This design comes from an exercise in tuning for small area, a short achievable clock period and few clock cycles on the open sky130 flow, not from production work. The RTL was checked by simulation tests, not by an equivalence proof against the original design.

## flow/config.mk

```make
export PLATFORM = sky130hd
export DESIGN_NAME = array_list_engine
export DESIGN_NICKNAME = array_list_engine
export VERILOG_FILES = /design/flow/design.v
export SDC_FILE = /design/flow/constraint.sdc
export NUM_CORES = 4
export LEC_CHECK = 0
export CAP_MARGIN = 20
export CORE_MARGIN = 2
export CORE_UTILIZATION = 30
export PLACE_DENSITY = 0.45
export SLEW_MARGIN = 20
```

## flow/constraint.sdc

```tcl
create_clock -name core_clock -period 10.0 [get_ports {clk}]
set_input_delay 2.0000 -clock core_clock [delete_from_list [all_inputs] [get_ports {clk}]]
set_output_delay 2.0000 -clock core_clock [all_outputs]
set_load 0.01 [all_outputs]
```

## flow/design.v

```verilog
package ale_pkg;
	localparam logic [3:0] REQ_CLEAR   = 4'd0;
	localparam logic [3:0] REQ_INSERT  = 4'd1;
	localparam logic [3:0] REQ_DELETE  = 4'd2;
	localparam logic [3:0] REQ_LOCATE  = 4'd3;
	localparam logic [3:0] REQ_GET     = 4'd4;
	localparam logic [3:0] REQ_SINSERT = 4'd5;
	localparam logic [3:0] REQ_SORT    = 4'd6;
	localparam logic [3:0] REQ_REVERSE = 4'd7;
	localparam logic [3:0] REQ_DEDUP   = 4'd8;
	localparam logic [1:0] ST_OK       = 2'd0;
	localparam logic [1:0] ST_BADPOS   = 2'd1;
	localparam logic [1:0] ST_FULL     = 2'd2;
	localparam logic [1:0] ST_NOTFOUND = 2'd3;
	typedef struct packed {
		logic        list_empty;
		logic [7:0]  element_count;
		logic [31:0] read_value;
		logic [7:0]  found_position;
		logic [1:0]  status;
	} result_t;
endpackage
module array_list_engine #(
	parameter int LIST_DEPTH = 128
) (
	input  logic        clk,
	input  logic        arst_n,
	input  logic        s_tvalid,
	output logic        s_tready,
	input  logic [47:0] s_tdata,   
	output logic        m_tvalid,
	input  logic        m_tready,
	output logic [55:0] m_tdata    
);
	localparam int AW = (LIST_DEPTH > 1) ? $clog2(LIST_DEPTH) : 1;
	localparam int CW = $clog2(LIST_DEPTH + 1);
	localparam int IW = (CW + 1 > 9) ? CW + 1 : 9;
	localparam logic [3:0] S_IDLE  = 4'd0;
	localparam logic [3:0] S_DEC   = 4'd1;
	localparam logic [3:0] S_RD    = 4'd2;   
	localparam logic [3:0] S_ACT   = 4'd3;   
	localparam logic [3:0] S_WR    = 4'd4;   
	localparam logic [3:0] S_DONE  = 4'd5;
	localparam logic [3:0] S_OUT   = 4'd6;
	logic [3:0]    state_q;
	logic [3:0]    kind_q;
	logic [7:0]    pos_q;
	logic [31:0]   val_q;
	logic [CW-1:0] count_q;
	logic [IW-1:0] i_q, j_q;     
	logic [31:0]   tmp_q;        
	logic [31:0]   a_q;          
	logic          phase_q;
	ale_pkg::result_t res_q;
	logic [1:0]    st_q;
	logic [7:0]    fpos_q;
	logic [31:0]   rval_q;
	logic [31:0] mem [LIST_DEPTH];
	logic [31:0] rd_q;
	logic [AW-1:0] addr;
	logic          we;
	logic [31:0]   wd;
	always_ff @(posedge clk) begin
		if (we)
			mem[addr] <= wd;
		rd_q <= mem[addr];
	end
	logic signed [31:0] cmp_a, cmp_b;
	logic cmp_gt, cmp_eq;
	assign cmp_gt = cmp_a > cmp_b;
	assign cmp_eq = cmp_a == cmp_b;
	always_comb begin
		cmp_a = rd_q;
		cmp_b = val_q;
		case (kind_q)
			ale_pkg::REQ_SINSERT: begin
				cmp_a = val_q; cmp_b = rd_q;
			end
			ale_pkg::REQ_SORT, ale_pkg::REQ_DEDUP: cmp_b = tmp_q;
			default: ;
		endcase
	end
	logic [IW-1:0] cnt_x, pos_x;
	assign cnt_x = {{(IW-CW){1'b0}}, count_q};
	assign pos_x = {{(IW-8){1'b0}}, pos_q};
	assign s_tready = (state_q == S_IDLE);
	assign m_tvalid = (state_q == S_OUT);
	assign m_tdata  = {5'd0, res_q};
	always_comb begin
		addr = i_q[AW-1:0];
		we = 1'b0;
		wd = rd_q;
		case (state_q)
			S_RD: begin
				case (kind_q)
					ale_pkg::REQ_INSERT, ale_pkg::REQ_SINSERT: begin
						if (phase_q) addr = AW'(i_q - 1'b1);
					end
					ale_pkg::REQ_REVERSE, ale_pkg::REQ_SORT: begin
						if (phase_q) addr = AW'(j_q - 1'b1);
					end
					default: ;
				endcase
			end
			S_ACT: begin
				case (kind_q)
					ale_pkg::REQ_INSERT, ale_pkg::REQ_SINSERT: begin
						if (phase_q) begin
							we = 1'b1; addr = i_q[AW-1:0];
						end
					end
					ale_pkg::REQ_DELETE: begin
						we = 1'b1; addr = AW'(i_q - 1'b1);
					end
					ale_pkg::REQ_REVERSE: begin
						if (phase_q) begin
							we = 1'b1; addr = i_q[AW-1:0];
						end
					end
					ale_pkg::REQ_DEDUP: begin
						if (phase_q && !cmp_eq) begin
							we = 1'b1; addr = AW'(j_q + 1'b1);
						end
					end
					ale_pkg::REQ_SORT: begin
						if (phase_q && cmp_gt) begin
							we = 1'b1; addr = j_q[AW-1:0];
						end
					end
					default: ;
				endcase
			end
			S_WR: begin
				case (kind_q)
					ale_pkg::REQ_INSERT, ale_pkg::REQ_SINSERT: begin
						we = 1'b1; addr = j_q[AW-1:0]; wd = val_q;
					end
					ale_pkg::REQ_REVERSE: begin
						we = 1'b1; addr = AW'(j_q - 1'b1); wd = a_q;
					end
					ale_pkg::REQ_SORT: begin
						we = 1'b1; addr = j_q[AW-1:0]; wd = tmp_q;
					end
					default: ;
				endcase
			end
			default: ;
		endcase
	end
	always_ff @(posedge clk or negedge arst_n) begin
		if (!arst_n) begin
			state_q <= S_IDLE;
			kind_q  <= '0;
			pos_q   <= '0;
			val_q   <= '0;
			count_q <= '0;
			i_q     <= '0;
			j_q     <= '0;
			tmp_q   <= '0;
			a_q     <= '0;
			phase_q <= 1'b0;
			res_q   <= '0;
			st_q    <= ale_pkg::ST_OK;
			fpos_q  <= '0;
			rval_q  <= '0;
		end else begin
			case (state_q)
				S_IDLE: begin
					if (s_tvalid) begin
						kind_q  <= s_tdata[3:0];
						pos_q   <= s_tdata[11:4];
						val_q   <= s_tdata[43:12];
						st_q    <= ale_pkg::ST_OK;
						fpos_q  <= '0;
						rval_q  <= '0;
						phase_q <= 1'b0;
						state_q <= S_DEC;
					end
				end
				S_DEC: begin
					state_q <= S_DONE;
					case (kind_q)
						ale_pkg::REQ_CLEAR: count_q <= '0;
						ale_pkg::REQ_INSERT: begin
							if (pos_x == '0 || pos_x > cnt_x)
								st_q <= ale_pkg::ST_BADPOS;
							else if (cnt_x >= IW'(LIST_DEPTH))
								st_q <= ale_pkg::ST_FULL;
							else begin
								i_q <= cnt_x; j_q <= pos_x - 1'b1;
								phase_q <= 1'b1; fpos_q <= pos_q; state_q <= S_RD;
							end
						end
						ale_pkg::REQ_SINSERT: begin
							if (cnt_x >= IW'(LIST_DEPTH))
								st_q <= ale_pkg::ST_FULL;
							else begin
								i_q <= '0; phase_q <= 1'b0; state_q <= S_RD;
							end
						end
						ale_pkg::REQ_DELETE, ale_pkg::REQ_GET: begin
							if (pos_x == '0 || pos_x > cnt_x)
								st_q <= ale_pkg::ST_BADPOS;
							else begin
								fpos_q <= pos_q;
								i_q <= (kind_q == ale_pkg::REQ_GET) ? pos_x - 1'b1 : pos_x;
								state_q <= S_RD;
							end
						end
						ale_pkg::REQ_LOCATE: begin
							st_q <= ale_pkg::ST_NOTFOUND;
							i_q <= '0; state_q <= S_RD;
						end
						ale_pkg::REQ_SORT: begin
							i_q <= IW'(1); phase_q <= 1'b0; state_q <= S_RD;
						end
						ale_pkg::REQ_REVERSE: begin
							i_q <= '0; j_q <= cnt_x; phase_q <= 1'b0;
							state_q <= S_RD;
						end
						ale_pkg::REQ_DEDUP: begin
							if (cnt_x > IW'(1)) begin
								i_q <= '0; j_q <= '0; phase_q <= 1'b0;
								state_q <= S_RD;
							end
						end
						default: st_q <= ale_pkg::ST_BADPOS;
					endcase
				end
				S_RD: begin
					state_q <= S_ACT;
					case (kind_q)
						ale_pkg::REQ_INSERT, ale_pkg::REQ_SINSERT: begin
							if (phase_q) begin
								if (i_q == j_q) state_q <= S_WR;   
							end else if (i_q >= cnt_x) begin
								j_q <= i_q; i_q <= cnt_x; phase_q <= 1'b1;
								fpos_q <= 8'(i_q + 1'b1);
								state_q <= S_RD;
							end
						end
						ale_pkg::REQ_DELETE: begin
							if (i_q >= cnt_x) begin
								count_q <= count_q - 1'b1; state_q <= S_DONE;
							end
						end
						ale_pkg::REQ_LOCATE: begin
							if (i_q >= cnt_x) state_q <= S_DONE;
						end
						ale_pkg::REQ_SORT: begin
							if (!phase_q && i_q >= cnt_x) state_q <= S_DONE;
							else if (phase_q && j_q == '0) state_q <= S_WR;
						end
						ale_pkg::REQ_REVERSE: begin
							if (!phase_q && i_q + 1'b1 >= j_q) state_q <= S_DONE;
						end
						ale_pkg::REQ_DEDUP: begin
							if (phase_q && i_q >= cnt_x) begin
								count_q <= CW'(j_q + 1'b1); state_q <= S_DONE;
							end
						end
						default: ;
					endcase
				end
				S_ACT: begin
					state_q <= S_RD;
					case (kind_q)
						ale_pkg::REQ_GET: begin
							rval_q <= rd_q; state_q <= S_DONE;
						end
						ale_pkg::REQ_INSERT, ale_pkg::REQ_SINSERT: begin
							if (phase_q)
								i_q <= i_q - 1'b1;
							else if (cmp_gt)
								i_q <= i_q + 1'b1;   
							else begin
								j_q <= i_q; i_q <= cnt_x; phase_q <= 1'b1;
								fpos_q <= 8'(i_q + 1'b1);
							end
						end
						ale_pkg::REQ_DELETE: i_q <= i_q + 1'b1;
						ale_pkg::REQ_LOCATE: begin
							if (cmp_eq) begin
								st_q <= ale_pkg::ST_OK;
								fpos_q <= 8'(i_q + 1'b1);
								state_q <= S_DONE;
							end else
								i_q <= i_q + 1'b1;
						end
						ale_pkg::REQ_REVERSE: begin
							if (!phase_q) begin
								a_q <= rd_q; phase_q <= 1'b1;
							end else
								state_q <= S_WR;
						end
						ale_pkg::REQ_DEDUP: begin
							if (!phase_q) begin
								tmp_q <= rd_q; phase_q <= 1'b1; i_q <= IW'(1);
							end else begin
								if (!cmp_eq) begin
									j_q <= j_q + 1'b1; tmp_q <= rd_q;
								end
								i_q <= i_q + 1'b1;
							end
						end
						ale_pkg::REQ_SORT: begin
							if (!phase_q) begin
								tmp_q <= rd_q; j_q <= i_q; phase_q <= 1'b1;
							end else if (cmp_gt)
								j_q <= j_q - 1'b1;
							else
								state_q <= S_WR;
						end
						default: state_q <= S_DONE;
					endcase
				end
				S_WR: begin
					state_q <= S_RD;
					case (kind_q)
						ale_pkg::REQ_INSERT, ale_pkg::REQ_SINSERT: begin
							count_q <= count_q + 1'b1; state_q <= S_DONE;
						end
						ale_pkg::REQ_REVERSE: begin
							i_q <= i_q + 1'b1; j_q <= j_q - 1'b1; phase_q <= 1'b0;
						end
						default: begin
							i_q <= i_q + 1'b1; phase_q <= 1'b0;
						end
					endcase
				end
				S_DONE: begin
					res_q.status         <= st_q;
					res_q.found_position <= fpos_q;
					res_q.read_value     <= rval_q;
					res_q.element_count  <= 8'(count_q);
					res_q.list_empty     <= (count_q == '0);
					state_q <= S_OUT;
				end
				S_OUT: if (m_tready) state_q <= S_IDLE;
				default: state_q <= S_IDLE;
			endcase
		end
	end
endmodule
```

## flow/run.sh

```bash
#!/bin/bash
# synth_recipe.tcl (not shown) runs the flow's synth.tcl, then flattens the netlist and writes it again
# the make line also repeats each setting of config.mk as NAME=value (left out here)
make -C /OpenROAD-flow-scripts/flow DESIGN_CONFIG=/design/flow/config.mk WORK_HOME=/design/flow/orfs CLKGATE_MAP_FILE= SYNTH_SCRIPT=/design/flow/synth_recipe.tcl finish
```

==> impl_metrics.tcl, run 1 <==
set metrics [dict create \
    status "finished clean" \
    coreArea_um2 585000 \
    die_h_um 770 \
    drt_iter0_drc 14728 \
    cp.arrival_ns 9.98 \
    holdBufCountCts 0 \
    final.setup.worst_slack_ns 0.930 \
    grt_pass1_wl_um 908000 \
    worst_setup_path_end_kind "flip-flop" \
    cts_max_level 5 \
    worst_slew_pin_slew_ns 1.24 \
    min_path_type "flip-flop to flip-flop" \
    rsz0062_at_grt "no" \
    required_ns 10.91 \
    cts_buffers 474 \
    post_cts_buffers 0 \
    syn_avg_cell_area_um2 14.5 \
    wirelength_um 660000 \
    post-synth-top-area-cell "edfxtp_1" \
    die_w_um 770 \
    synth_cells 12154 \
    async_flop_share_pct 5.30 \
    fin_skew_ns 0.100 \
    grt_usage_pct 21.6 \
    drcViolationCount 0 \
    clockBufferDepth 4 \
    yosysSeqAreaShare_pct 73.6 \
    insertion_delay_ns 1.06 \
    maxSlewViolCount 0 \
    grt-ovfl-total 0 \
    drt_pass1_iterations 7 \
    multi_input_area_um2 44400 \
    ant_nets 0 \
    rows 281 \
    fillers 56484 \
    place_ws_ns 1.21 \
    cts.repair.resized 0 \
    wl_per_cell_um 31.8 \
    synth_ff_type "edfxtp_1" \
    pin_count 110 \
    yosysMostFrequentCell "edfxtp_1" \
    dieArea_um2 593000 \
    synth_edf_count 4096 \
    final_nets 12609 \
    via_per_inst 5.44 \
    synth_top_area_share_pct 69.9 \
    cp-start-kind "flip-flop" \
    fin_crit_sh_pct 90.7 \
    ys_types 98 \
    fmax_mhz 110 \
    cap_violations 0 \
    gp_routability_congestion 0.857 \
    ys_top_cells_by_count "edfxtp_1, nand2_1, a21oi_1" \
    slew_headroom_pct 17.4 \
    cts_root_buf "clkbuf_16" \
    grt_max_degree 129 \
    drive_gt1_share_pct 13.8 \
    cp_max_fo 49 \
    vias 112920 \
    yosys_warnings 1 \
    cts_tree "done" \
    place_hpwl_um 404000 \
    clkSinkCount 4359 \
    synth_area_um2 176000 \
    area_growth_syn_to_layout_pct 17.0 \
    initial_core_util_pct 30.1 \
    synthTopCellsByArea "edfxtp_1, nand2_1, mux2i_1" \
    finalHoldViolations 0 \
    grt_pass1_vias 106963 \
    setup_tns_ns 0 \
    portBuffers 100 \
    antenna_found_initial 54 \
    seqCellArea_um2 129000 \
    ys_ff_latch 4359 \
    clkTransAtPathRegs_ns 0.06 \
    setup_viol 0 \
    timing.final.crit_period_ns 9.07 \
    crit_type "flip-flop to flip-flop" \
]
sequential cells by signal, indices dropped and copies added (netlist names), 4 cells and up:
signal	cells
res_q	51
kind_q	4
j_q	9
count_q	8
rd_q	32
val_q	32
a_q	32
i_q	9
rval_q	32
tmp_q	32
fpos_q	8
mem	4096
pos_q	8
path summary, 6_finish.rpt:
check / startpoint / endpoint / slack, ns / cells past startpoint
max reg2reg: kind_q[0]$_DFFE_PN0P_ / rd_q[23]$_DFF_P_ / 0.93 / 22
min reg2reg: rval_q[11]$_DFFE_PN0P_ / rval_q[11]$_DFFE_PN0P_ / 0.47 / 2
min in group asynchronous: arst_n / res_q[44]$_DFFE_PN0P_ / 1.05 / 1
max: kind_q[0]$_DFFE_PN0P_ / rd_q[23]$_DFF_P_ / 0.93 / 22
min: rval_q[11]$_DFFE_PN0P_ / rval_q[11]$_DFFE_PN0P_ / 0.47 / 2
max in group asynchronous: arst_n / a_q[9]$_DFFE_PN0P_ / 7.37 / 2
cell type report:
class | count | area share [%]
Sequential cell | 4359 | 62.9
Multi-Input combinational cell | 6882 | 21.6
Clock buffer | 651 | 6.26
Tap cell | 7782 | 4.73
Timing Repair Buffer | 732 | 3.47
Clock inverter | 235 | 0.945
Antenna cell | 73 | 0.0888
Inverter | 41 | 0.0748
cell families (layout without fill, tap and decap cells):
kind of cell / count (synthesis) / after routing / synth area share, %
buffers and inverters: 917 / 1659 / 2.29
and+or+nand+nor: 3188 / 3188 / 7.82
other: 1 / 78 / 0.00213
DFF: 4359 / 4359 / 73.6
AOI/OAI and AO/OA: 2725 / 2725 / 10.5
xor gates and xnor gates: 43 / 43 / 0.214
muxes: 854 / 854 / 5.09
adders and majority gates: 67 / 67 / 0.476
routing by layer:
| layer | wire (µm) | global-route usage [%] |
|---|---|---|
| met2 | 300000 | 34.0 |
| met1 | 287000 | 30.5 |
| met4 | 24300 | 7.29 |
| met5 | 27 | 0 |
| met3 | 48800 | 3.23 |
layout by cell type (no fill, tap or decap), types with 172 or more instances in the layout:
cell,count
clkbuf_16,483
edfxtp_1,4096
o21ai_0,395
a22oi_1,227
a221oi_1,256
dfrtp_1,230
buf_4,520
nor2_1,172
nand3_1,566
mux2i_1,608
a21oi_1,654
mux2_2,233
a31oi_1,273
nand2_1,1892
per-stage QoR:
stage	util (%)	cell area [µm²]	hold slack, ns	std cells
after global routing	35.2	206000	0.501	20737
after CTS	35.1	206000	0.481	20678
after detailed placement	32.6	191000	0.467	19792
final	35.2	206000	0.470	20755
after floorplan	-	176000	0.446	12158
after global placement	32.6	191000	0.460	19789
critical path, stage by stage (launching register included):
cell and delay (ns):
dfrtp_2 0.34, buf_4 0.32, nor3b_2 0.24, buf_4 0.57, nand2_1 0.21, buf_4 0.29
nand2_1 0.12, nand2_1 0.07, ha_1 0.33, nand4_2 0.21, nor4_4 0.70, a211oi_2 0.30
mux2i_1 0.19, nor4_2 0.58, o31a_2 0.68, buf_4 0.55, nor2_4 0.20, buf_12 0.27
a221oi_1 0.36, o211ai_1 0.12, a221oi_1 0.92, a21oi_1 0.64, or4_1 0.63
Testbench counts, summed over its fixed seeds: cycles 328,504.
==> inputs of run 2 (changes only) <==
--- a/flow/design.v
+++ b/flow/design.v
@@ -61,8 +61,16 @@
 	logic          we;
 	logic [31:0]   wd;
+	logic [AW-1:0] raddr;
 	always_ff @(posedge clk) begin
 		if (we)
 			mem[addr] <= wd;
-		rd_q <= mem[addr];
+		rd_q <= mem[raddr];
+	end
+	always_comb begin
+		raddr = addr;
+		if (state_q == S_ACT && phase_q &&
+		    (kind_q == ale_pkg::REQ_SORT || kind_q == ale_pkg::REQ_INSERT ||
+		     kind_q == ale_pkg::REQ_SINSERT))
+			raddr = AW'(((kind_q == ale_pkg::REQ_SORT) ? j_q : i_q) - 2'd2);
 	end
 	logic signed [31:0] cmp_a, cmp_b;
@@ -270,6 +278,8 @@
 						end
 						ale_pkg::REQ_INSERT, ale_pkg::REQ_SINSERT: begin
-							if (phase_q)
+							if (phase_q) begin
 								i_q <= i_q - 1'b1;
+								state_q <= (i_q - 1'b1 == j_q) ? S_WR : S_ACT;
+							end
 							else if (cmp_gt)
 								i_q <= i_q + 1'b1;   
@@ -307,7 +317,8 @@
 							if (!phase_q) begin
 								tmp_q <= rd_q; j_q <= i_q; phase_q <= 1'b1;
-							end else if (cmp_gt)
+							end else if (cmp_gt) begin
 								j_q <= j_q - 1'b1;
-							else
+								state_q <= (j_q == IW'(1)) ? S_WR : S_ACT;
+							end else
 								state_q <= S_WR;
 						end
==> impl_metrics.tcl, run 2 <==
set metrics [dict create \
    status "finished clean" \
    wirelength_um 624000 \
    timing.critical_path.to "rd_q[30]$_DFF_P_" \
    rr_endpoint "rd_q[30]$_DFF_P_" \
    synthAdderAreaFrac_pct 0.485 \
    setup_tns_ns 0 \
    vias 115995 \
    synthTopCellsByArea "edfxtp_1, nand2_1, dfrtp_1" \
    largest-register "mem" \
    cp-start-kind "flip-flop" \
    multi_input_area_um2 45700 \
    worst_slew_pin_slew_ns 1.32 \
    gp_routability_congestion 0.864 \
    synth_cells 13213 \
    yosysSeqAreaShare_pct 72.7 \
    fmax_mhz 115 \
    worst_setup_path_end_kind "flip-flop" \
    synth_ff_type "edfxtp_1" \
    seqCellArea_um2 129000 \
    ys_ff_latch 4359 \
    yosysMostFrequentCell "edfxtp_1" \
    top_regs "mem: 4096 flops, res_q: 51 flops" \
    insertion_delay_ns 1.07 \
    timing.final.crit_period_ns 8.70 \
    maxSlewViolCount 0 \
    drt_pass1_iterations 7 \
    die_h_um 774 \
    fillers 56953 \
    drcViolationCount 0 \
    clkSinkCount 4359 \
    initial_core_util_pct 30.1 \
    pin_count 110 \
    min_path_type "flip-flop to flip-flop" \
    rows 282 \
    synth_simple_gate_area_share_pct 11.7 \
    synth_edf_count 4096 \
    setup_viol 0 \
    ant_nets 0 \
    die_w_um 774 \
    cts_max_level 5 \
    r2r_start "kind_q[0]$_DFFE_PN0P_" \
    portBuffers 100 \
    async_flop_share_pct 5.30 \
    min_delay_path_depth 2 \
    grt_usage_pct 20.1 \
    cp.arrival_ns 9.60 \
    holdBufCountCts 0 \
    area_growth_syn_to_layout_pct 16.7 \
    post_cts_buffers 0 \
    drt_iter0_drc 13305 \
    synth-xor-area-share_pct 0.276 \
    dieArea_um2 599000 \
    final_cell_mix "edfxtp_1, nand2_1, and3_1" \
    crit_type "flip-flop to flip-flop" \
    cts.repair.resized 0 \
    grt_max_degree 152 \
    slew_headroom_pct 11.8 \
    grt_pass1_vias 108959 \
    grt-ovfl-total 0 \
    synth_top_area_share_pct 69.1 \
    via_per_inst 5.34 \
    holdWs_ns 0.475 \
    final.setup.worst_slack_ns 1.30 \
    largest_register_ffs 4096 \
    finalHoldViolations 0 \
    wl_per_cell_um 28.7 \
    cts_buffers 466 \
    syn_avg_cell_area_um2 13.5 \
    post-synth-top-area-cell "edfxtp_1" \
    cts_root_buf "clkbuf_16" \
    final_nets 13626 \
    ys_types 94 \
    place_hpwl_um 368000 \
    startpoint "kind_q[0]$_DFFE_PN0P_" \
    clockBufferDepth 4 \
    cts_tree "done" \
    cap_violations 0 \
    antenna_found_initial 55 \
    worstRegToRegCells 24 \
    yosys_warnings 1 \
    coreArea_um2 590000 \
    fin_skew_ns 0.0768 \
    drive_gt1_share_pct 12.8 \
    fin_crit_sh_pct 87.0 \
    synth_top_family_by_area "simple AND/OR/NAND/NOR gates" \
    place_ws_ns 1.30 \
    cp_max_fo 43 \
    required_ns 10.90 \
    grt_pass1_wl_um 874000 \
    ys_top_cells_by_count "edfxtp_1, nand2_1, and3_1" \
    synth_area_um2 178000 \
    dp_cells 20845 \
    fin_cells 21725 \
    final_common_cell "edfxtp_1" \
    muxShareOfSynthArea_pct 2.40 \
    clkTransAtPathRegs_ns 0.06 \
    rrSetupSlack_ns 1.30 \
    rsz0062_at_grt "no" \
    synth_compound_area_share_pct 9.90 \
]
[run 2: changes by cell type after synthesis, sizes merged, moves of 59 or more]
cell | previous run | this run
a311oi | 12 | 131
a221oi | 256 | 45
a31oi | 274 | 526
clkbuf | 402 | 567
a22oi | 228 | 110
a222oi | 69 | 0
a21oi | 691 | 414
and3 | 110 | 620
mux2i | 608 | 221
a211oi | 134 | 462
nand3 | 567 | 458
o21ai | 409 | 247
mux2 | 237 | 178
nand2 | 1905 | 3009
[run 2: kinds of logic (layout without fill, tap and decap cells)]
family                     Yosys count  after routing
DFF                               4359           4359
buffers and inverters             1026           1696
and+or+nand+nor                   4746           4746
AOI/OAI and AO/OA                 2555           2555
xor gates and xnor gates            56             56
adders and majority gates           69             69
other                                1             33
muxes                              401            401
[run 2: layer usage]
layer	track usage, %	wire (µm)	vias up
li1	-	-	50988
met1	29.7	285000	60080
met4	5.57	18700	4
met5	0	27	-
met2	30.8	278000	4227
met3	2.74	43000	696
[run 2: per-stage QoR]
stage | cell area, µm² | utilization [%]
floorplan | 178000 | -
global placement | 193000 | 32.7
detailed placement | 193000 | 32.7
CTS | 207000 | 35.1
global route | 207000 | 35.1
finish | 208000 | 35.2
[run 2: critical path, stage by stage, from the launching register on]
cell and delay, ns:
dfrtp_2 0.39, buf_4 0.41, nand2b_1 0.32, nor2_4 0.65, buf_12 0.26, mux2_2 0.35, ha_1 0.31, and4_1 0.24
nand4_1 0.40, o31ai_4 0.64, nand3_1 0.12, a2bb2oi_1 0.27, a21bo_4 0.40, nand2_4 0.43, buf_12 0.34, buf_4 0.17
buf_12 0.18, nand2_1 0.09, a31oi_1 0.08, buf_4 0.15, o21ai_0 0.83, mux2i_1 0.36, o211ai_1 0.63, nand4_1 0.18
buf_4 0.22
[run 2: worst min path at each step]
stage                                start                      to  slack, ns
floorplan            fpos_q[0]$_DFFE_PN0P_   fpos_q[0]$_DFFE_PN0P_       0.45
global placement     res_q[48]$_DFFE_PN0P_   res_q[48]$_DFFE_PN0P_       0.46
detailed placement  rval_q[18]$_DFFE_PN0P_  rval_q[18]$_DFFE_PN0P_       0.47
CTS                 rval_q[18]$_DFFE_PN0P_  rval_q[18]$_DFFE_PN0P_       0.48
global route        rval_q[16]$_DFFE_PN0P_  rval_q[16]$_DFFE_PN0P_       0.49
finish              rval_q[18]$_DFFE_PN0P_  rval_q[18]$_DFFE_PN0P_       0.47
[run 2: final cells by class]
class | count | area share, %
Antenna cell | 28 | 0.0338
Clock buffer | 613 | 6.00
Clock inverter | 237 | 0.985
Inverter | 37 | 0.0669
Multi-Input combinational cell | 7832 | 22.0
Sequential cell | 4359 | 62.4
Tap cell | 7810 | 4.71
Timing Repair Buffer | 809 | 3.81
Testbench counts of run 2, summed over its fixed seeds: cycles 238,554.
==> inputs of run 3 (changes only) <==
--- a/flow/design.v
+++ b/flow/design.v
@@ -73,4 +73,7 @@
 		     kind_q == ale_pkg::REQ_SINSERT))
 			raddr = AW'(((kind_q == ale_pkg::REQ_SORT) ? j_q : i_q) - 2'd2);
+		else if (state_q == S_ACT && ((kind_q == ale_pkg::REQ_SINSERT && !phase_q) ||
+		         kind_q == ale_pkg::REQ_DELETE || kind_q == ale_pkg::REQ_LOCATE))
+			raddr = AW'(i_q + 1'b1);
 	end
 	logic signed [31:0] cmp_a, cmp_b;
@@ -282,12 +285,24 @@
 								state_q <= (i_q - 1'b1 == j_q) ? S_WR : S_ACT;
 							end
-							else if (cmp_gt)
-								i_q <= i_q + 1'b1;   
-							else begin
+							else if (cmp_gt) begin
+								if (i_q + 1'b1 >= cnt_x) begin
+									j_q <= i_q + 1'b1; i_q <= cnt_x; phase_q <= 1'b1;
+									fpos_q <= 8'(i_q + 2'd2);
+								end else begin
+									i_q <= i_q + 1'b1;
+									state_q <= S_ACT;
+								end
+							end else begin
 								j_q <= i_q; i_q <= cnt_x; phase_q <= 1'b1;
 								fpos_q <= 8'(i_q + 1'b1);
 							end
 						end
-						ale_pkg::REQ_DELETE: i_q <= i_q + 1'b1;
+						ale_pkg::REQ_DELETE: begin
+							i_q <= i_q + 1'b1;
+							if (i_q + 1'b1 >= cnt_x) begin
+								count_q <= count_q - 1'b1; state_q <= S_DONE;
+							end else
+								state_q <= S_ACT;
+						end
 						ale_pkg::REQ_LOCATE: begin
 							if (cmp_eq) begin
@@ -295,6 +310,8 @@
 								fpos_q <= 8'(i_q + 1'b1);
 								state_q <= S_DONE;
-							end else
+							end else begin
 								i_q <= i_q + 1'b1;
+								state_q <= (i_q + 1'b1 >= cnt_x) ? S_DONE : S_ACT;
+							end
 						end
 						ale_pkg::REQ_REVERSE: begin
==> impl_metrics.tcl, run 3 <==
set metrics [dict create \
    crit_type "flip-flop to flip-flop" \
    grt_pass1_vias 96665 \
    synth_edf_count 4096 \
    synth_top_area_share_pct 70.3 \
    synth_area_um2 175000 \
    fin_crit_sh_pct 90.6 \
    fin_skew_ns 0.0843 \
    synthTopCellsByArea "edfxtp_1, mux4_2, dfrtp_1" \
    initial_core_util_pct 30.1 \
    r2r_start "kind_q[3]$_DFFE_PN0P_" \
    yosys_warnings 1 \
    ant_nets 0 \
    cap_violations 0 \
    yosysSeqAreaShare_pct 73.9 \
    min_path_type "flip-flop to flip-flop" \
    grt_pass1_wl_um 805000 \
    area_growth_syn_to_layout_pct 16.9 \
    cp_max_fo 67 \
    portBuffers 100 \
    synth_cells 9387 \
    worst_setup_path_end_kind "flip-flop" \
    rrSetupSlack_ns 0.94 \
    yosysMostFrequentCell "edfxtp_1" \
    startpoint "kind_q[3]$_DFFE_PN0P_" \
    grt_max_degree 136 \
    die_h_um 768 \
    rsz0062_at_grt "no" \
    maxSlewViolCount 0 \
    fillers 54544 \
    clockBufferDepth 4 \
    cts_tree "done" \
    synth-xor-area-share_pct 0.355 \
    dieArea_um2 590000 \
    wirelength_um 584000 \
    place_ws_ns 0.691 \
    cts_max_level 5 \
    status "finished clean" \
    wl_per_cell_um 32.2 \
    holdWs_ns 0.465 \
    worst_slew_pin_slew_ns 1.22 \
    final_nets 10123 \
    drt_pass1_iterations 6 \
    setup_tns_ns 0 \
    clkSinkCount 4359 \
    pin_count 110 \
    required_ns 10.95 \
    synth_simple_gate_area_share_pct 4.31 \
    muxShareOfSynthArea_pct 14.1 \
    via_per_inst 5.30 \
    rows 280 \
    post_cts_buffers 0 \
    place_hpwl_um 360000 \
    grt_usage_pct 19.3 \
    coreArea_um2 582000 \
    synth_compound_area_share_pct 4.72 \
    antenna_found_initial 48 \
    utilization_pct 35.2 \
    finalHoldViolations 0 \
    fin_cells 18158 \
    setup_viol 0 \
    drt_iter0_drc 11122 \
    cp-start-kind "flip-flop" \
    largest_register_ffs 4096 \
    vias 96261 \
    post-synth-top-area-cell "edfxtp_1" \
    die_w_um 768 \
    top_regs "mem: 4096 flops, res_q: 51 flops" \
    largest-register "mem" \
    dp_cells 17276 \
    drive_gt1_share_pct 25.0 \
    ys_ff_latch 4359 \
    gp_routability_congestion 0.878 \
    clkTransAtPathRegs_ns 0.06 \
    async_flop_share_pct 5.30 \
    cts_buffers 463 \
    holdBufCountCts 0 \
    timing.final.crit_period_ns 9.06 \
    final_cell_mix "edfxtp_1, mux4_2, nand2_1" \
    min_from "rval_q[11]$_DFFE_PN0P_" \
    ys_types 105 \
    cp.arrival_ns 10.01 \
    syn_avg_cell_area_um2 18.7 \
    fmax_mhz 110 \
    ys_top_cells_by_count "edfxtp_1, mux4_2, nand2_1" \
    insertion_delay_ns 1.05 \
    synth_ff_type "edfxtp_1" \
    grt-ovfl-total 0 \
    synthAdderAreaFrac_pct 0.579 \
    slew_headroom_pct 18.4 \
    cts.repair.resized 0 \
    drcViolationCount 0 \
    cts_root_buf "clkbuf_16" \
    final.setup.worst_slack_ns 0.940 \
    synth_top_family_by_area "multiplexers" \
    final_common_cell "edfxtp_1" \
]
## run 3: per-layer routing
layer	track usage [%]	wire length (µm)	up-vias
li1	-	-	39546
met1	27.1	252000	52294
met2	31.4	276000	3709
met3	2.50	36900	708
met4	5.55	18900	4
met5	0	33	-
## run 3: layout make-up
| class | instances | area [µm²] | share of cell area, % |
|---|---|---|---|
| Antenna cell | 29 | 72.6 | 0.0354 |
| Clock buffer | 580 | 12200 | 5.97 |
| Clock inverter | 269 | 2650 | 1.29 |
| Inverter | 38 | 143 | 0.0697 |
| Multi-Input combinational cell | 4412 | 44100 | 21.5 |
| Sequential cell | 4359 | 129000 | 63.2 |
| Tap cell | 7755 | 9700 | 4.74 |
| Timing Repair Buffer | 716 | 6460 | 3.16 |
## run 3: path summary, 6_finish.rpt
check	end	cells after the start
min in group asynchronous	res_q[48]$_DFFE_PN0P_	1
max in group asynchronous	rval_q[20]$_DFFE_PN0P_	2
worst max register to register	rd_q[23]$_DFF_P_	22
worst min register to register	rval_q[11]$_DFFE_PN0P_	2
worst min-delay path	rval_q[11]$_DFFE_PN0P_	2
worst max-delay path	rd_q[23]$_DFF_P_	22
## run 3: critical path, cell delays in order (launching register included)
cell,delay [ns]
dfrtp_1,0.61
buf_4,0.25
and4bb_2,0.45
nor2_4,0.65
buf_4,0.30
a21oi_1,0.09
ha_1,0.31
nor2b_1,0.13
o211ai_1,0.19
a21oi_1,0.12
o31ai_1,0.82
nand4_2,0.44
a221oi_2,0.57
o21a_4,0.51
buf_12,0.36
buf_12,0.41
mux4_2,0.37
mux2i_1,0.57
o22ai_1,0.19
nor4_1,0.76
buf_4,0.35
nor4_1,0.08
buf_4,0.17
## run 3: through the flow
step	area, µm²
finish	205000
global route	205000
CTS	205000
detailed placement	190000
global placement	190000
floorplan	175000
## run 3: cell families (layout without fill, tap and decap cells)
| logic type | after synthesis | in the layout |
|---|---|---|
| adder cells (fa/ha/maj) | 81 | 81 |
| AO/OA/AOI/OAI | 1217 | 1217 |
| other | 1 | 34 |
| multiplexers | 1346 | 1346 |
| buffers and inverters | 620 | 1603 |
| XOR/XNOR | 71 | 71 |
| flip-flops | 4359 | 4359 |
| AND/OR/NAND/NOR | 1692 | 1692 |
Testbench counts of run 3, summed over its fixed seeds: cycles 209,872.
==> inputs of run 4 (changes only) <==
--- a/flow/design.v
+++ b/flow/design.v
@@ -95,5 +95,5 @@
 	assign cnt_x = {{(IW-CW){1'b0}}, count_q};
 	assign pos_x = {{(IW-8){1'b0}}, pos_q};
-	assign s_tready = (state_q == S_IDLE);
+	assign s_tready = (state_q == S_IDLE) || (state_q == S_OUT && m_tready);
 	assign m_tvalid = (state_q == S_OUT);
 	assign m_tdata  = {5'd0, res_q};
@@ -365,5 +365,19 @@
 					state_q <= S_OUT;
 				end
-				S_OUT: if (m_tready) state_q <= S_IDLE;
+				S_OUT: begin
+					if (m_tready) begin
+						if (s_tvalid) begin
+							kind_q  <= s_tdata[3:0];
+							pos_q   <= s_tdata[11:4];
+							val_q   <= s_tdata[43:12];
+							st_q    <= ale_pkg::ST_OK;
+							fpos_q  <= '0;
+							rval_q  <= '0;
+							phase_q <= 1'b0;
+							state_q <= S_DEC;
+						end else
+							state_q <= S_IDLE;
+					end
+				end
 				default: state_q <= S_IDLE;
 			endcase
--- a/flow/config.mk
+++ b/flow/config.mk
@@ -8,5 +8,5 @@
 export CAP_MARGIN = 20
 export CORE_MARGIN = 2
-export CORE_UTILIZATION = 30
-export PLACE_DENSITY = 0.45
+export CORE_UTILIZATION = 45
+export PLACE_DENSITY = 0.6
 export SLEW_MARGIN = 20
==> impl_metrics.tcl, run 4 <==
set metrics [dict create \
    post-synth-top-area-cell "edfxtp_1" \
    post_cts_buffers 0 \
    grt_usage_pct 29.4 \
    final.setup.worst_slack_ns 0.727 \
    worst_setup_path_end_kind "flip-flop" \
    drcViolationCount 0 \
    syn_avg_cell_area_um2 12.5 \
    insertion_delay_ns 1.09 \
    timing.final.crit_period_ns 9.27 \
    die_h_um 638 \
    wirelength_um 613000 \
    via_per_inst 6.12 \
    place_hpwl_um 368000 \
    initial_core_util_pct 45.2 \
    fin_crit_sh_pct 92.7 \
    maxSlewViolCount 0 \
    drive_gt1_share_pct 11.8 \
    drt_iter0_drc 18761 \
    final_common_cell "edfxtp_1" \
    holdBufCountCts 0 \
    cp_slowest_cell "a211oi_1" \
    status "finished clean" \
    synth_top_area_share_pct 68.1 \
    crit_top_cell "buf_4" \
    synth_top_family_by_area "simple AND/OR/NAND/NOR gates" \
    clockBufferDepth 4 \
    cp_max_fo 28 \
    ys_top_cells_by_count "nand2_1, edfxtp_1, nand3_1" \
    pin_count 110 \
    cpPeakStageDelay_ns 0.94 \
    worst_slew_pin_slew_ns 1.33 \
    required_ns 11.01 \
    portBuffers 100 \
    fin_cells 20337 \
    yosys_warnings 1 \
    antenna_found_initial 38 \
    grt_pass1_vias 114488 \
    setup_tns_ns 0 \
    muxShareOfSynthArea_pct 2.10 \
    fin_skew_ns 0.121 \
    drt_pass1_iterations 8 \
    cts_tree "done" \
    synthAdderAreaFrac_pct 0.559 \
    min_path_type "flip-flop to flip-flop" \
    cts_buffers 443 \
    setup_viol 0 \
    crit_type "flip-flop to flip-flop" \
    largest-register "mem" \
    synth_simple_gate_area_share_pct 16.7 \
    fmax_mhz 108 \
    cts_root_buf "clkbuf_16" \
    place_ws_ns 1.03 \
    rsz0062_at_grt "no" \
    ant_nets 0 \
    grt_max_degree 129 \
    synth_compound_area_share_pct 5.91 \
    synth-xor-area-share_pct 0.315 \
    ys_ff_latch 4359 \
    ys_types 113 \
    dieArea_um2 407000 \
    clkTransAtPathRegs_ns 0.06 \
    grt_pass1_wl_um 861000 \
    largest_register_ffs 4096 \
    slew_headroom_pct 11.0 \
    gp_routability_congestion 0.923 \
    synth_area_um2 181000 \
    yosysMostFrequentCell "nand2_1" \
    grt-ovfl-total 0 \
    rows 232 \
    cp_cell_sequence "nand4bb_2 > buf_4 > nand2_1 > nor2_2 > buf_4 > a21oi_1 > ha_1 > nand4_4 > nor4_4 > a31o_1 > nor4_1 > a31oi_1 > nand3_1 > o21ai_0 > a31o_1 > nor3_2 > nand3_1 > a21oi_1 > a211oi_1 > nand4_1 > nor3b_1 > buf_4" \
    holdWs_ns 0.477 \
    area_growth_syn_to_layout_pct 13.5 \
    utilization_pct 51.4 \
    finalHoldViolations 0 \
    yosysSeqAreaShare_pct 71.6 \
    die_w_um 638 \
    clkSinkCount 4359 \
    final_nets 14810 \
    dp_cells 19497 \
    final_cell_mix "edfxtp_1, nand2_1, nand3_1" \
    vias 124477 \
    cap_violations 0 \
    cp.arrival_ns 10.28 \
    async_flop_share_pct 5.30 \
    cp_top_family "simple AND/OR/NAND/NOR gates" \
    coreArea_um2 399000 \
    synth_edf_count 4096 \
    top_regs "mem: 4096 flops, res_q: 51 flops" \
    cts_max_level 5 \
    synth_ff_type "edfxtp_1" \
    synthTopCellsByArea "edfxtp_1, nand2_1, nand3_1" \
    cp-start-kind "flip-flop" \
    cts.repair.resized 0 \
    wl_per_cell_um 30.2 \
    synth_cells 14443 \
    path_buf_inv 3 \
]
[run 4: routing by layer]
layer / share of wire [%] / GRT usage [%] / up-vias / wire [µm]
met2: 44 / 44.1 / 7380 / 272000
met3: 11 / 5.81 / 1141 / 70300
met5: 0.015 / 0 / - / 92
li1: - / - / 53431 / -
met4: 4.7 / 12.5 / 14 / 28700
met1: 39 / 41.7 / 62511 / 242000
[run 4: worst reg2reg max path, cell delays in order, from the launching register on]
cell	delay, ns
dfrtp_2	0.73
nand4bb_2	0.26
buf_4	0.32
nand2_1	0.21
nor2_2	0.69
buf_4	0.36
a21oi_1	0.10
ha_1	0.53
nand4_4	0.18
nor4_4	0.41
a31o_1	0.29
nor4_1	0.08
a31oi_1	0.22
nand3_1	0.12
o21ai_0	0.58
a31o_1	0.89
nor3_2	0.36
nand3_1	0.67
a21oi_1	0.12
a211oi_1	0.94
nand4_1	0.70
nor3b_1	0.36
buf_4	0.14
[run 4: final cells by class]
type	count	area [µm²]
multi-input cells	9051	48000
clock inverters	224	1820
inverters	48	180
clock buffers	581	12000
well taps	5265	6590
flip-flops and latches	4359	129000
fillers	33841	194000
diodes	34	85.1
repair buffers	775	7000
[run 4: through the flow]
step | instance area [µm²]
3_3_place_gp | 191000
4_1_cts | 205000
5_1_grt | 205000
3_5_place_dp | 191000
6_report | 205000
2_1_floorplan | 181000
[run 4: kinds of logic (layout without fill, tap and decap cells)]
family                     Yosys count  after routing
buffers and inverters             1037           1628
adders and majority gates           81             81
DFF                               4359           4359
xor gates and xnor gates            65             65
other                                1             39
AOI/OAI and AO/OA                 1619           1619
and+or+nand+nor                   6932           6932
muxes                              349            349
[run 4: worst paths after layout]
path | to | slack, ns | start | cells past startpoint
max reg2reg | rd_q[12]$_DFF_P_ | 0.73 | kind_q[0]$_DFFE_PN0P_ | 22
min in group asynchronous | state_q[1]$_DFFE_PN0P_ | 1.10 | arst_n | 1
min reg2reg | res_q[43]$_DFFE_PN0P_ | 0.48 | res_q[43]$_DFFE_PN0P_ | 2
min | res_q[43]$_DFFE_PN0P_ | 0.48 | res_q[43]$_DFFE_PN0P_ | 2
max in group asynchronous | a_q[2]$_DFFE_PN0P_ | 6.87 | arst_n | 3
max | rd_q[12]$_DFF_P_ | 0.73 | kind_q[0]$_DFFE_PN0P_ | 22
Testbench counts of run 4, summed over its fixed seeds: cycles 204,280.
==> inputs of run 5 (changes only) <==
--- a/flow/design.v
+++ b/flow/design.v
@@ -73,4 +73,8 @@
 		     kind_q == ale_pkg::REQ_SINSERT))
 			raddr = AW'(((kind_q == ale_pkg::REQ_SORT) ? j_q : i_q) - 2'd2);
+		else if (state_q == S_ACT && kind_q == ale_pkg::REQ_SORT && !phase_q)
+			raddr = AW'(i_q - 1'b1);     
+		else if (state_q == S_WR && kind_q == ale_pkg::REQ_SORT)
+			raddr = AW'(i_q + 1'b1);     
 		else if (state_q == S_ACT && ((kind_q == ale_pkg::REQ_SINSERT && !phase_q) ||
 		         kind_q == ale_pkg::REQ_DELETE || kind_q == ale_pkg::REQ_LOCATE))
@@ -334,4 +338,5 @@
 							if (!phase_q) begin
 								tmp_q <= rd_q; j_q <= i_q; phase_q <= 1'b1;
+								state_q <= S_ACT;
 							end else if (cmp_gt) begin
 								j_q <= j_q - 1'b1;
@@ -354,4 +359,5 @@
 						default: begin
 							i_q <= i_q + 1'b1; phase_q <= 1'b0;
+							state_q <= (i_q + 1'b1 >= cnt_x) ? S_DONE : S_ACT;
 						end
 					endcase
--- a/flow/config.mk
+++ b/flow/config.mk
@@ -8,5 +8,5 @@
 export CAP_MARGIN = 20
 export CORE_MARGIN = 2
-export CORE_UTILIZATION = 45
-export PLACE_DENSITY = 0.6
+export CORE_UTILIZATION = 30
+export PLACE_DENSITY = 0.45
 export SLEW_MARGIN = 20
==> impl_metrics.tcl, run 5 <==
set metrics [dict create \
    status "finished clean" \
    holdBufCountCts 0 \
    crit_type "flip-flop to flip-flop" \
    maxSlewViolCount 0 \
    fin_area_um2 210000 \
    yosysMostFrequentCell "edfxtp_1" \
    grt-ovfl-total 0 \
    grt_pass1_wl_um 883000 \
    cts_buffers 477 \
    pin_count 110 \
    wl_per_cell_um 28.1 \
    largest_register_ffs 4096 \
    syn_avg_cell_area_um2 13.3 \
    grt_usage_pct 19.8 \
    cp_max_fo 37 \
    top_regs "mem: 4096 flops, res_q: 51 flops" \
    antenna_found_initial 35 \
    clkTransAtPathRegs_ns 0.07 \
    synth_cells 13586 \
    rows 285 \
    drive_gt1_share_pct 13.2 \
    drt_iter0_drc 11836 \
    insertion_delay_ns 1.08 \
    ys_top_cells_by_count "edfxtp_1, nand2_1, nand3_1" \
    muxShareOfSynthArea_pct 4.49 \
    final_cell_mix "edfxtp_1, nand2_1, nand3_1" \
    portBuffers 100 \
    die_w_um 781 \
    ys_types 101 \
    async_flop_share_pct 5.30 \
    fin_skew_ns 0.0948 \
    min_path_type "flip-flop to flip-flop" \
    synth-xor-area-share_pct 0.319 \
    seqCellArea_um2 129000 \
    cts_root_buf "clkbuf_16" \
    placed_area_um2 196000 \
    grt_max_degree 129 \
    post-synth-top-area-cell "edfxtp_1" \
    fillers 58516 \
    ys_ff_latch 4359 \
    synth_ff_type "edfxtp_1" \
    fin_crit_sh_pct 88.7 \
    drcViolationCount 0 \
    area_growth_syn_to_layout_pct 16.2 \
    final_nets 13985 \
    dieArea_um2 610000 \
    coreArea_um2 602000 \
    worst_slew_pin_slew_ns 1.22 \
    post_cts_buffers 0 \
    required_ns 10.93 \
    place_hpwl_um 369000 \
    synthAdderAreaFrac_pct 0.553 \
    cts_max_level 5 \
    worst_setup_path_end_kind "flip-flop" \
    setup_tns_ns 0 \
    largest-register "mem" \
    multi_input_area_um2 48600 \
    clockBufferDepth 4 \
    drt_pass1_iterations 5 \
    gp_routability_congestion 0.838 \
    slew_headroom_pct 18.4 \
    grt_pass1_vias 111626 \
    initial_core_util_pct 30.1 \
    synth_simple_gate_area_share_pct 13.1 \
    cts_tree "done" \
    vias 116486 \
    cp-start-kind "flip-flop" \
    synth_top_area_share_pct 67.9 \
    final_common_cell "edfxtp_1" \
    synth_top_family_by_area "simple AND/OR/NAND/NOR gates" \
    wirelength_um 626000 \
    ant_nets 0 \
    fmax_mhz 113 \
    finalHoldViolations 0 \
    synth_compound_area_share_pct 7.44 \
    synth_edf_count 4096 \
    die_h_um 781 \
    synth_area_um2 181000 \
    yosysSeqAreaShare_pct 71.4 \
    synthTopCellsByArea "edfxtp_1, nand2_1, nand3_1" \
    cts.repair.resized 0 \
    via_per_inst 5.22 \
    timing.final.crit_period_ns 8.87 \
    clkSinkCount 4359 \
    yosys_warnings 1 \
    rsz0062_at_grt "no" \
    setup_viol 0 \
    cap_violations 0 \
    cp.arrival_ns 9.80 \
]
## run 5: cell types whose count changed after synthesis, moves of 48 or more
cell,delta
a211oi_1,+160
a21oi_1,-79
a221oi_1,+48
a22oi_1,+53
a311oi_1,+78
buf_2,-237
clkbuf_1,+256
inv_1,+58
mux2i_1,+182
mux4_2,+88
nand2_1,-1033
nand3_1,-628
nor3_1,+90
o211ai_1,+54
## run 5: cell type report
type / count / area share (%)
Sequential cell: 4359 / 61.5
Multi-Input combinational cell: 8147 / 23.1
Clock buffer: 625 / 6.03
Tap cell: 8036 / 4.78
Timing Repair Buffer: 758 / 3.43
Clock inverter: 255 / 0.949
Inverter: 110 / 0.196
Antenna cell: 11 / 0.0131
## run 5: final timing paths
check                                      start                     to  slack [ns]  depth (start not counted)
setup reg to reg           kind_q[1]$_DFFE_PN0P_       rd_q[11]$_DFF_P_        1.13                         24
hold / removal             res_q[42]$_DFFE_PN0P_  res_q[42]$_DFFE_PN0P_        0.48                          2
hold reg to reg            res_q[42]$_DFFE_PN0P_  res_q[42]$_DFFE_PN0P_        0.48                          2
setup / recovery           kind_q[1]$_DFFE_PN0P_       rd_q[11]$_DFF_P_        1.13                         24
min in group asynchronous                 arst_n  res_q[40]$_DFFE_PN0P_        1.01                          1
max in group asynchronous                 arst_n  kind_q[0]$_DFFE_PN0P_        7.34                          2
## run 5: routing by layer
| metal | share of wire (%) | vias to the layer above | GRT usage [%] |
|---|---|---|---|
| met5 | 0.0088 | - | 0 |
| li1 | - | 51770 | - |
| met2 | 47 | 3467 | 32.2 |
| met3 | 5.3 | 742 | 2.14 |
| met1 | 45 | 60499 | 28.3 |
| met4 | 2.6 | 8 | 4.90 |
## run 5: logic make-up (layout without fill, tap and decap cells)
family / Yosys count / count (layout)
AND/OR/NAND/NOR: 5383 / 5383
flip-flops: 4359 / 4359
buffers and inverters: 1084 / 1748
adder cells (fa/ha/maj): 80 / 80
other: 1 / 16
AO/OA/AOI/OAI: 1947 / 1947
multiplexers: 666 / 666
XOR/XNOR: 66 / 66
## run 5: critical path, cell delays in order (launching register included)
cell and delay (ns):
dfrtp_1 0.90, nand2b_1 0.31, nor2_2 0.07, nor2_2 0.83, buf_4 0.38, a21oi_1 0.11, ha_1 0.32, nand4_1 0.17
nor4_4 0.65, and3b_1 0.30, o31ai_1 0.11, buf_4 0.20, a41oi_1 0.40, a211oi_2 0.23, o31ai_4 0.25, buf_12 0.28
buf_12 0.25, buf_4 0.62, mux2i_1 0.16, mux2_2 0.29, a211oi_1 0.54, nand3_1 0.28, nand4_1 0.30, buf_4 0.28
o32a_1 0.34
## run 5: per-stage QoR
step	hold WS, ns	setup WS (ns)	utilization (%)	cells
2_1_floorplan	0.462	1.62	-	13590
3_3_place_gp	0.468	1.10	32.5	21408
3_5_place_dp	0.470	1.12	32.5	21408
4_1_cts	0.482	1.04	35.0	22288
5_1_grt	0.499	0.809	35.0	22291
6_report	0.480	1.13	35.0	22301
Testbench counts of run 5, summed over its fixed seeds: cycles 191,372.
==> inputs of run 6 (changes only) <==
--- a/flow/design.v
+++ b/flow/design.v
@@ -73,4 +73,10 @@
 		     kind_q == ale_pkg::REQ_SINSERT))
 			raddr = AW'(((kind_q == ale_pkg::REQ_SORT) ? j_q : i_q) - 2'd2);
+		else if (state_q == S_ACT && kind_q == ale_pkg::REQ_REVERSE && !phase_q)
+			raddr = AW'(j_q - 1'b1);     
+		else if (state_q == S_WR && kind_q == ale_pkg::REQ_REVERSE)
+			raddr = AW'(i_q + 1'b1);     
+		else if (state_q == S_ACT && kind_q == ale_pkg::REQ_DEDUP)
+			raddr = AW'(i_q + 1'b1);     
 		else if (state_q == S_ACT && kind_q == ale_pkg::REQ_SORT && !phase_q)
 			raddr = AW'(i_q - 1'b1);     
@@ -322,8 +328,10 @@
 							if (!phase_q) begin
 								a_q <= rd_q; phase_q <= 1'b1;
+								state_q <= S_ACT;
 							end else
 								state_q <= S_WR;
 						end
 						ale_pkg::REQ_DEDUP: begin
+							state_q <= S_ACT;
 							if (!phase_q) begin
 								tmp_q <= rd_q; phase_q <= 1'b1; i_q <= IW'(1);
@@ -333,4 +341,8 @@
 								end
 								i_q <= i_q + 1'b1;
+								if (i_q + 1'b1 >= cnt_x) begin
+									count_q <= CW'(j_q + (cmp_eq ? 1'b1 : 2'd2));
+									state_q <= S_DONE;
+								end
 							end
 						end
@@ -356,4 +368,5 @@
 						ale_pkg::REQ_REVERSE: begin
 							i_q <= i_q + 1'b1; j_q <= j_q - 1'b1; phase_q <= 1'b0;
+							state_q <= (i_q + 2'd3 >= j_q) ? S_DONE : S_ACT;
 						end
 						default: begin
==> impl_metrics.tcl, run 6 <==
set metrics [dict create \
    status "finished clean" \
    cts.repair.resized 0 \
    portBuffers 100 \
    setup_tns_ns 0 \
    largest-register "mem" \
    worst_setup_path_end_kind "flip-flop" \
    grt_max_degree 129 \
    largest_register_ffs 4096 \
    synth_top_area_share_pct 67.7 \
    fin_skew_ns 0.0916 \
    cts_max_level 5 \
    cts_tree "done" \
    finalHoldViolations 0 \
    wirelength_um 723000 \
    gp_routability_congestion 0.907 \
    ys_top_cells_by_count "edfxtp_1, nand2_1, nand3_1" \
    grt_pass1_wl_um 988000 \
    drive_gt1_share_pct 12.8 \
    fmax_mhz 114 \
    placed_area_um2 198000 \
    clkSinkCount 4359 \
    top_regs "mem: 4096 flops, res_q: 51 flops" \
    maxSlewViolCount 0 \
    worst_slew_pin_slew_ns 1.26 \
    drcViolationCount 0 \
    wl_per_cell_um 31.6 \
    pin_count 110 \
    crit_type "flip-flop to flip-flop" \
    setup_viol 0 \
    holdWs_ns 0.474 \
    yosys_warnings 1 \
    yosysSeqAreaShare_pct 71.2 \
    post-synth-top-area-cell "edfxtp_1" \
    cp-start-kind "flip-flop" \
    cts_root_buf "clkbuf_16" \
    slew_headroom_pct 15.9 \
    synth_ff_type "edfxtp_1" \
    post_cts_buffers 0 \
    ys_types 108 \
    async_flop_share_pct 5.30 \
    dp_cells 21962 \
    antenna_found_initial 68 \
    holdBufCountCts 0 \
    final_nets 14537 \
    drt_pass1_iterations 8 \
    area_growth_syn_to_layout_pct 16.8 \
    dieArea_um2 612000 \
    insertion_delay_ns 1.07 \
    min_path_type "flip-flop to flip-flop" \
    grt_pass1_vias 114760 \
    synth_area_um2 182000 \
    seqCellArea_um2 129000 \
    cap_violations 0 \
    fin_cells 22842 \
    synthTopCellsByArea "edfxtp_1, nand2_1, nand3_1" \
    clockBufferDepth 4 \
    vias 123362 \
    initial_core_util_pct 30.1 \
    fillers 58681 \
    syn_avg_cell_area_um2 13.0 \
    clkTransAtPathRegs_ns 0.06 \
    required_ns 10.90 \
    final_cell_mix "edfxtp_1, nand2_1, nand3_1" \
    fin_area_um2 212000 \
    final_common_cell "edfxtp_1" \
    synth_edf_count 4096 \
    multi_input_area_um2 49500 \
    cp.arrival_ns 9.67 \
    cts_buffers 464 \
    place_ws_ns 1.24 \
    grt_usage_pct 22.8 \
    die_w_um 782 \
    rsz0062_at_grt "no" \
    final.setup.worst_slack_ns 1.23 \
    grt-ovfl-total 0 \
    rows 285 \
    via_per_inst 5.40 \
    ant_nets 0 \
    drt_iter0_drc 16460 \
    timing.final.crit_period_ns 8.77 \
    synth_cells 13988 \
    coreArea_um2 603000 \
    ys_ff_latch 4359 \
    yosysMostFrequentCell "edfxtp_1" \
    cp_max_fo 26 \
    die_h_um 782 \
    place_hpwl_um 450000 \
    fin_crit_sh_pct 87.7 \
]
run 6: changes by cell type in the layout (fill, tap and decap cells not counted), moves of 90 or more:
cell	change
nand2_1	+436
mux2i_1	+257
nand3_1	+227
a211oi_1	-203
and3_1	-122
a311oi_1	-108
buf_4	+99
mux4_2	-90
run 6: final cells by class:
cell class | count | share of cell area [%]
well taps | 8036 | 4.73
multi-input cells | 8617 | 23.3
repair buffers | 872 | 3.88
clock buffers | 588 | 5.78
diodes | 16 | 0.0189
inverters | 80 | 0.141
clock inverters | 274 | 1.17
flip-flops and latches | 4359 | 60.9
run 6: cells by family after synthesis:
logic type | after synthesis | synth area share [%]
multiplexers | 774 | 4.41
AO/OA/AOI/OAI | 1858 | 7.14
other | 1 | 0.00206
flip-flops | 4359 | 71.2
adder cells (fa/ha/maj) | 91 | 0.630
buffers and inverters | 1016 | 2.55
XOR/XNOR | 80 | 0.385
AND/OR/NAND/NOR | 5809 | 13.7
run 6: path summary, 6_finish.rpt:
| path | to | cells after the start | from | slack [ns] |
|---|---|---|---|---|
| max in group asynchronous | a_q[18]$_DFFE_PN0P_ | 2 | arst_n | 7.46 |
| max reg2reg | rd_q[2]$_DFF_P_ | 22 | kind_q[0]$_DFFE_PN0P_ | 1.23 |
| min | fpos_q[5]$_DFFE_PN0P_ | 2 | fpos_q[5]$_DFFE_PN0P_ | 0.47 |
| max | rd_q[2]$_DFF_P_ | 22 | kind_q[0]$_DFFE_PN0P_ | 1.23 |
| min reg2reg | fpos_q[5]$_DFFE_PN0P_ | 2 | fpos_q[5]$_DFFE_PN0P_ | 0.47 |
| min in group asynchronous | res_q[2]$_DFFE_PN0P_ | 1 | arst_n | 1.08 |
run 6: per-layer routing:
metal	part of all wire [%]	global-route usage [%]	vias up
li1	-	-	53044
met1	43	32.2	63972
met2	45	35.4	5331
met3	8.1	3.57	1009
met4	4.4	8.62	6
met5	0.0057	0	-
run 6: worst max-delay path, cell delays in order (launching register included):
cell and delay [ns]:
dfrtp_2 0.73, nand2b_1 0.31, nor2_4 0.66, buf_4 0.31, mux2_2 0.35, ha_1 0.30
nand2_1 0.10, nor3_2 0.52, a22oi_1 0.20, a311o_1 0.35, nand4_1 0.42, o311ai_1 0.28
and3_1 0.42, a21oi_4 0.80, buf_12 0.35, buf_12 0.21, a31oi_1 0.06, a221oi_1 0.56
nor4_1 0.19, buf_4 0.22, o311ai_2 0.80, o211ai_1 0.19, buf_4 0.18
run 6: per-stage QoR:
step	utilization, %
5_1_grt	35.2
6_report	35.2
3_3_place_gp	32.7
2_1_floorplan	-
4_1_cts	35.2
3_5_place_dp	32.8
Testbench counts of run 6, summed over its fixed seeds: cycles 179,436.

==> what the ideal ports hide <==
The flow's constraints put no driver on any port. The routed layouts listed below were extracted and timed again, unchanged, in two steps.
Step 1 (the two cells are an assumption about what drives the block):
set clk [get_ports {clk}]
set_driving_cell -lib_cell sky130_fd_sc_hd__clkbuf_16 $clk
set_driving_cell -lib_cell sky130_fd_sc_hd__buf_2 [delete_from_list [all_inputs] $clk]
Step 2 adds t to the input delays and takes it off the output delays; t is the mean of the earliest and latest rising clock arrival at the registers after step 1. Input paths then give back, and output paths get back, about the clock's delay inside the block.
Slacks: ideal / step 1 / step 2; pairs: ideal / step 1.
| run | shift t [ns] | setup WS [ns] | worst setup path at the end | clock arrival spread, ns | pins driven straight from the clock port |
|---|---|---|---|---|---|
| run 1 | 1.139 | 0.930 / 0.930 / 0.930 | register to register | 0.117 / 0.117 | 1 |
| run 2 | 1.155 | 1.301 / 1.301 / 1.301 | register to register | 0.091 / 0.090 | 1 |
| run 3 | 1.139 | 0.940 / 0.940 / 0.940 | register to register | 0.084 / 0.085 | 1 |
| run 4 | 1.120 | 0.727 / 0.727 / 0.727 | register to register | 0.124 / 0.124 | 1 |
| run 5 | 1.151 | 1.131 / 1.131 / 1.131 | register to register | 0.095 / 0.095 | 1 |
| run 6 | 1.147 | 1.229 / 1.229 / 1.229 | register to register | 0.092 / 0.092 | 1 |
After both steps every run listed still meets setup and hold.
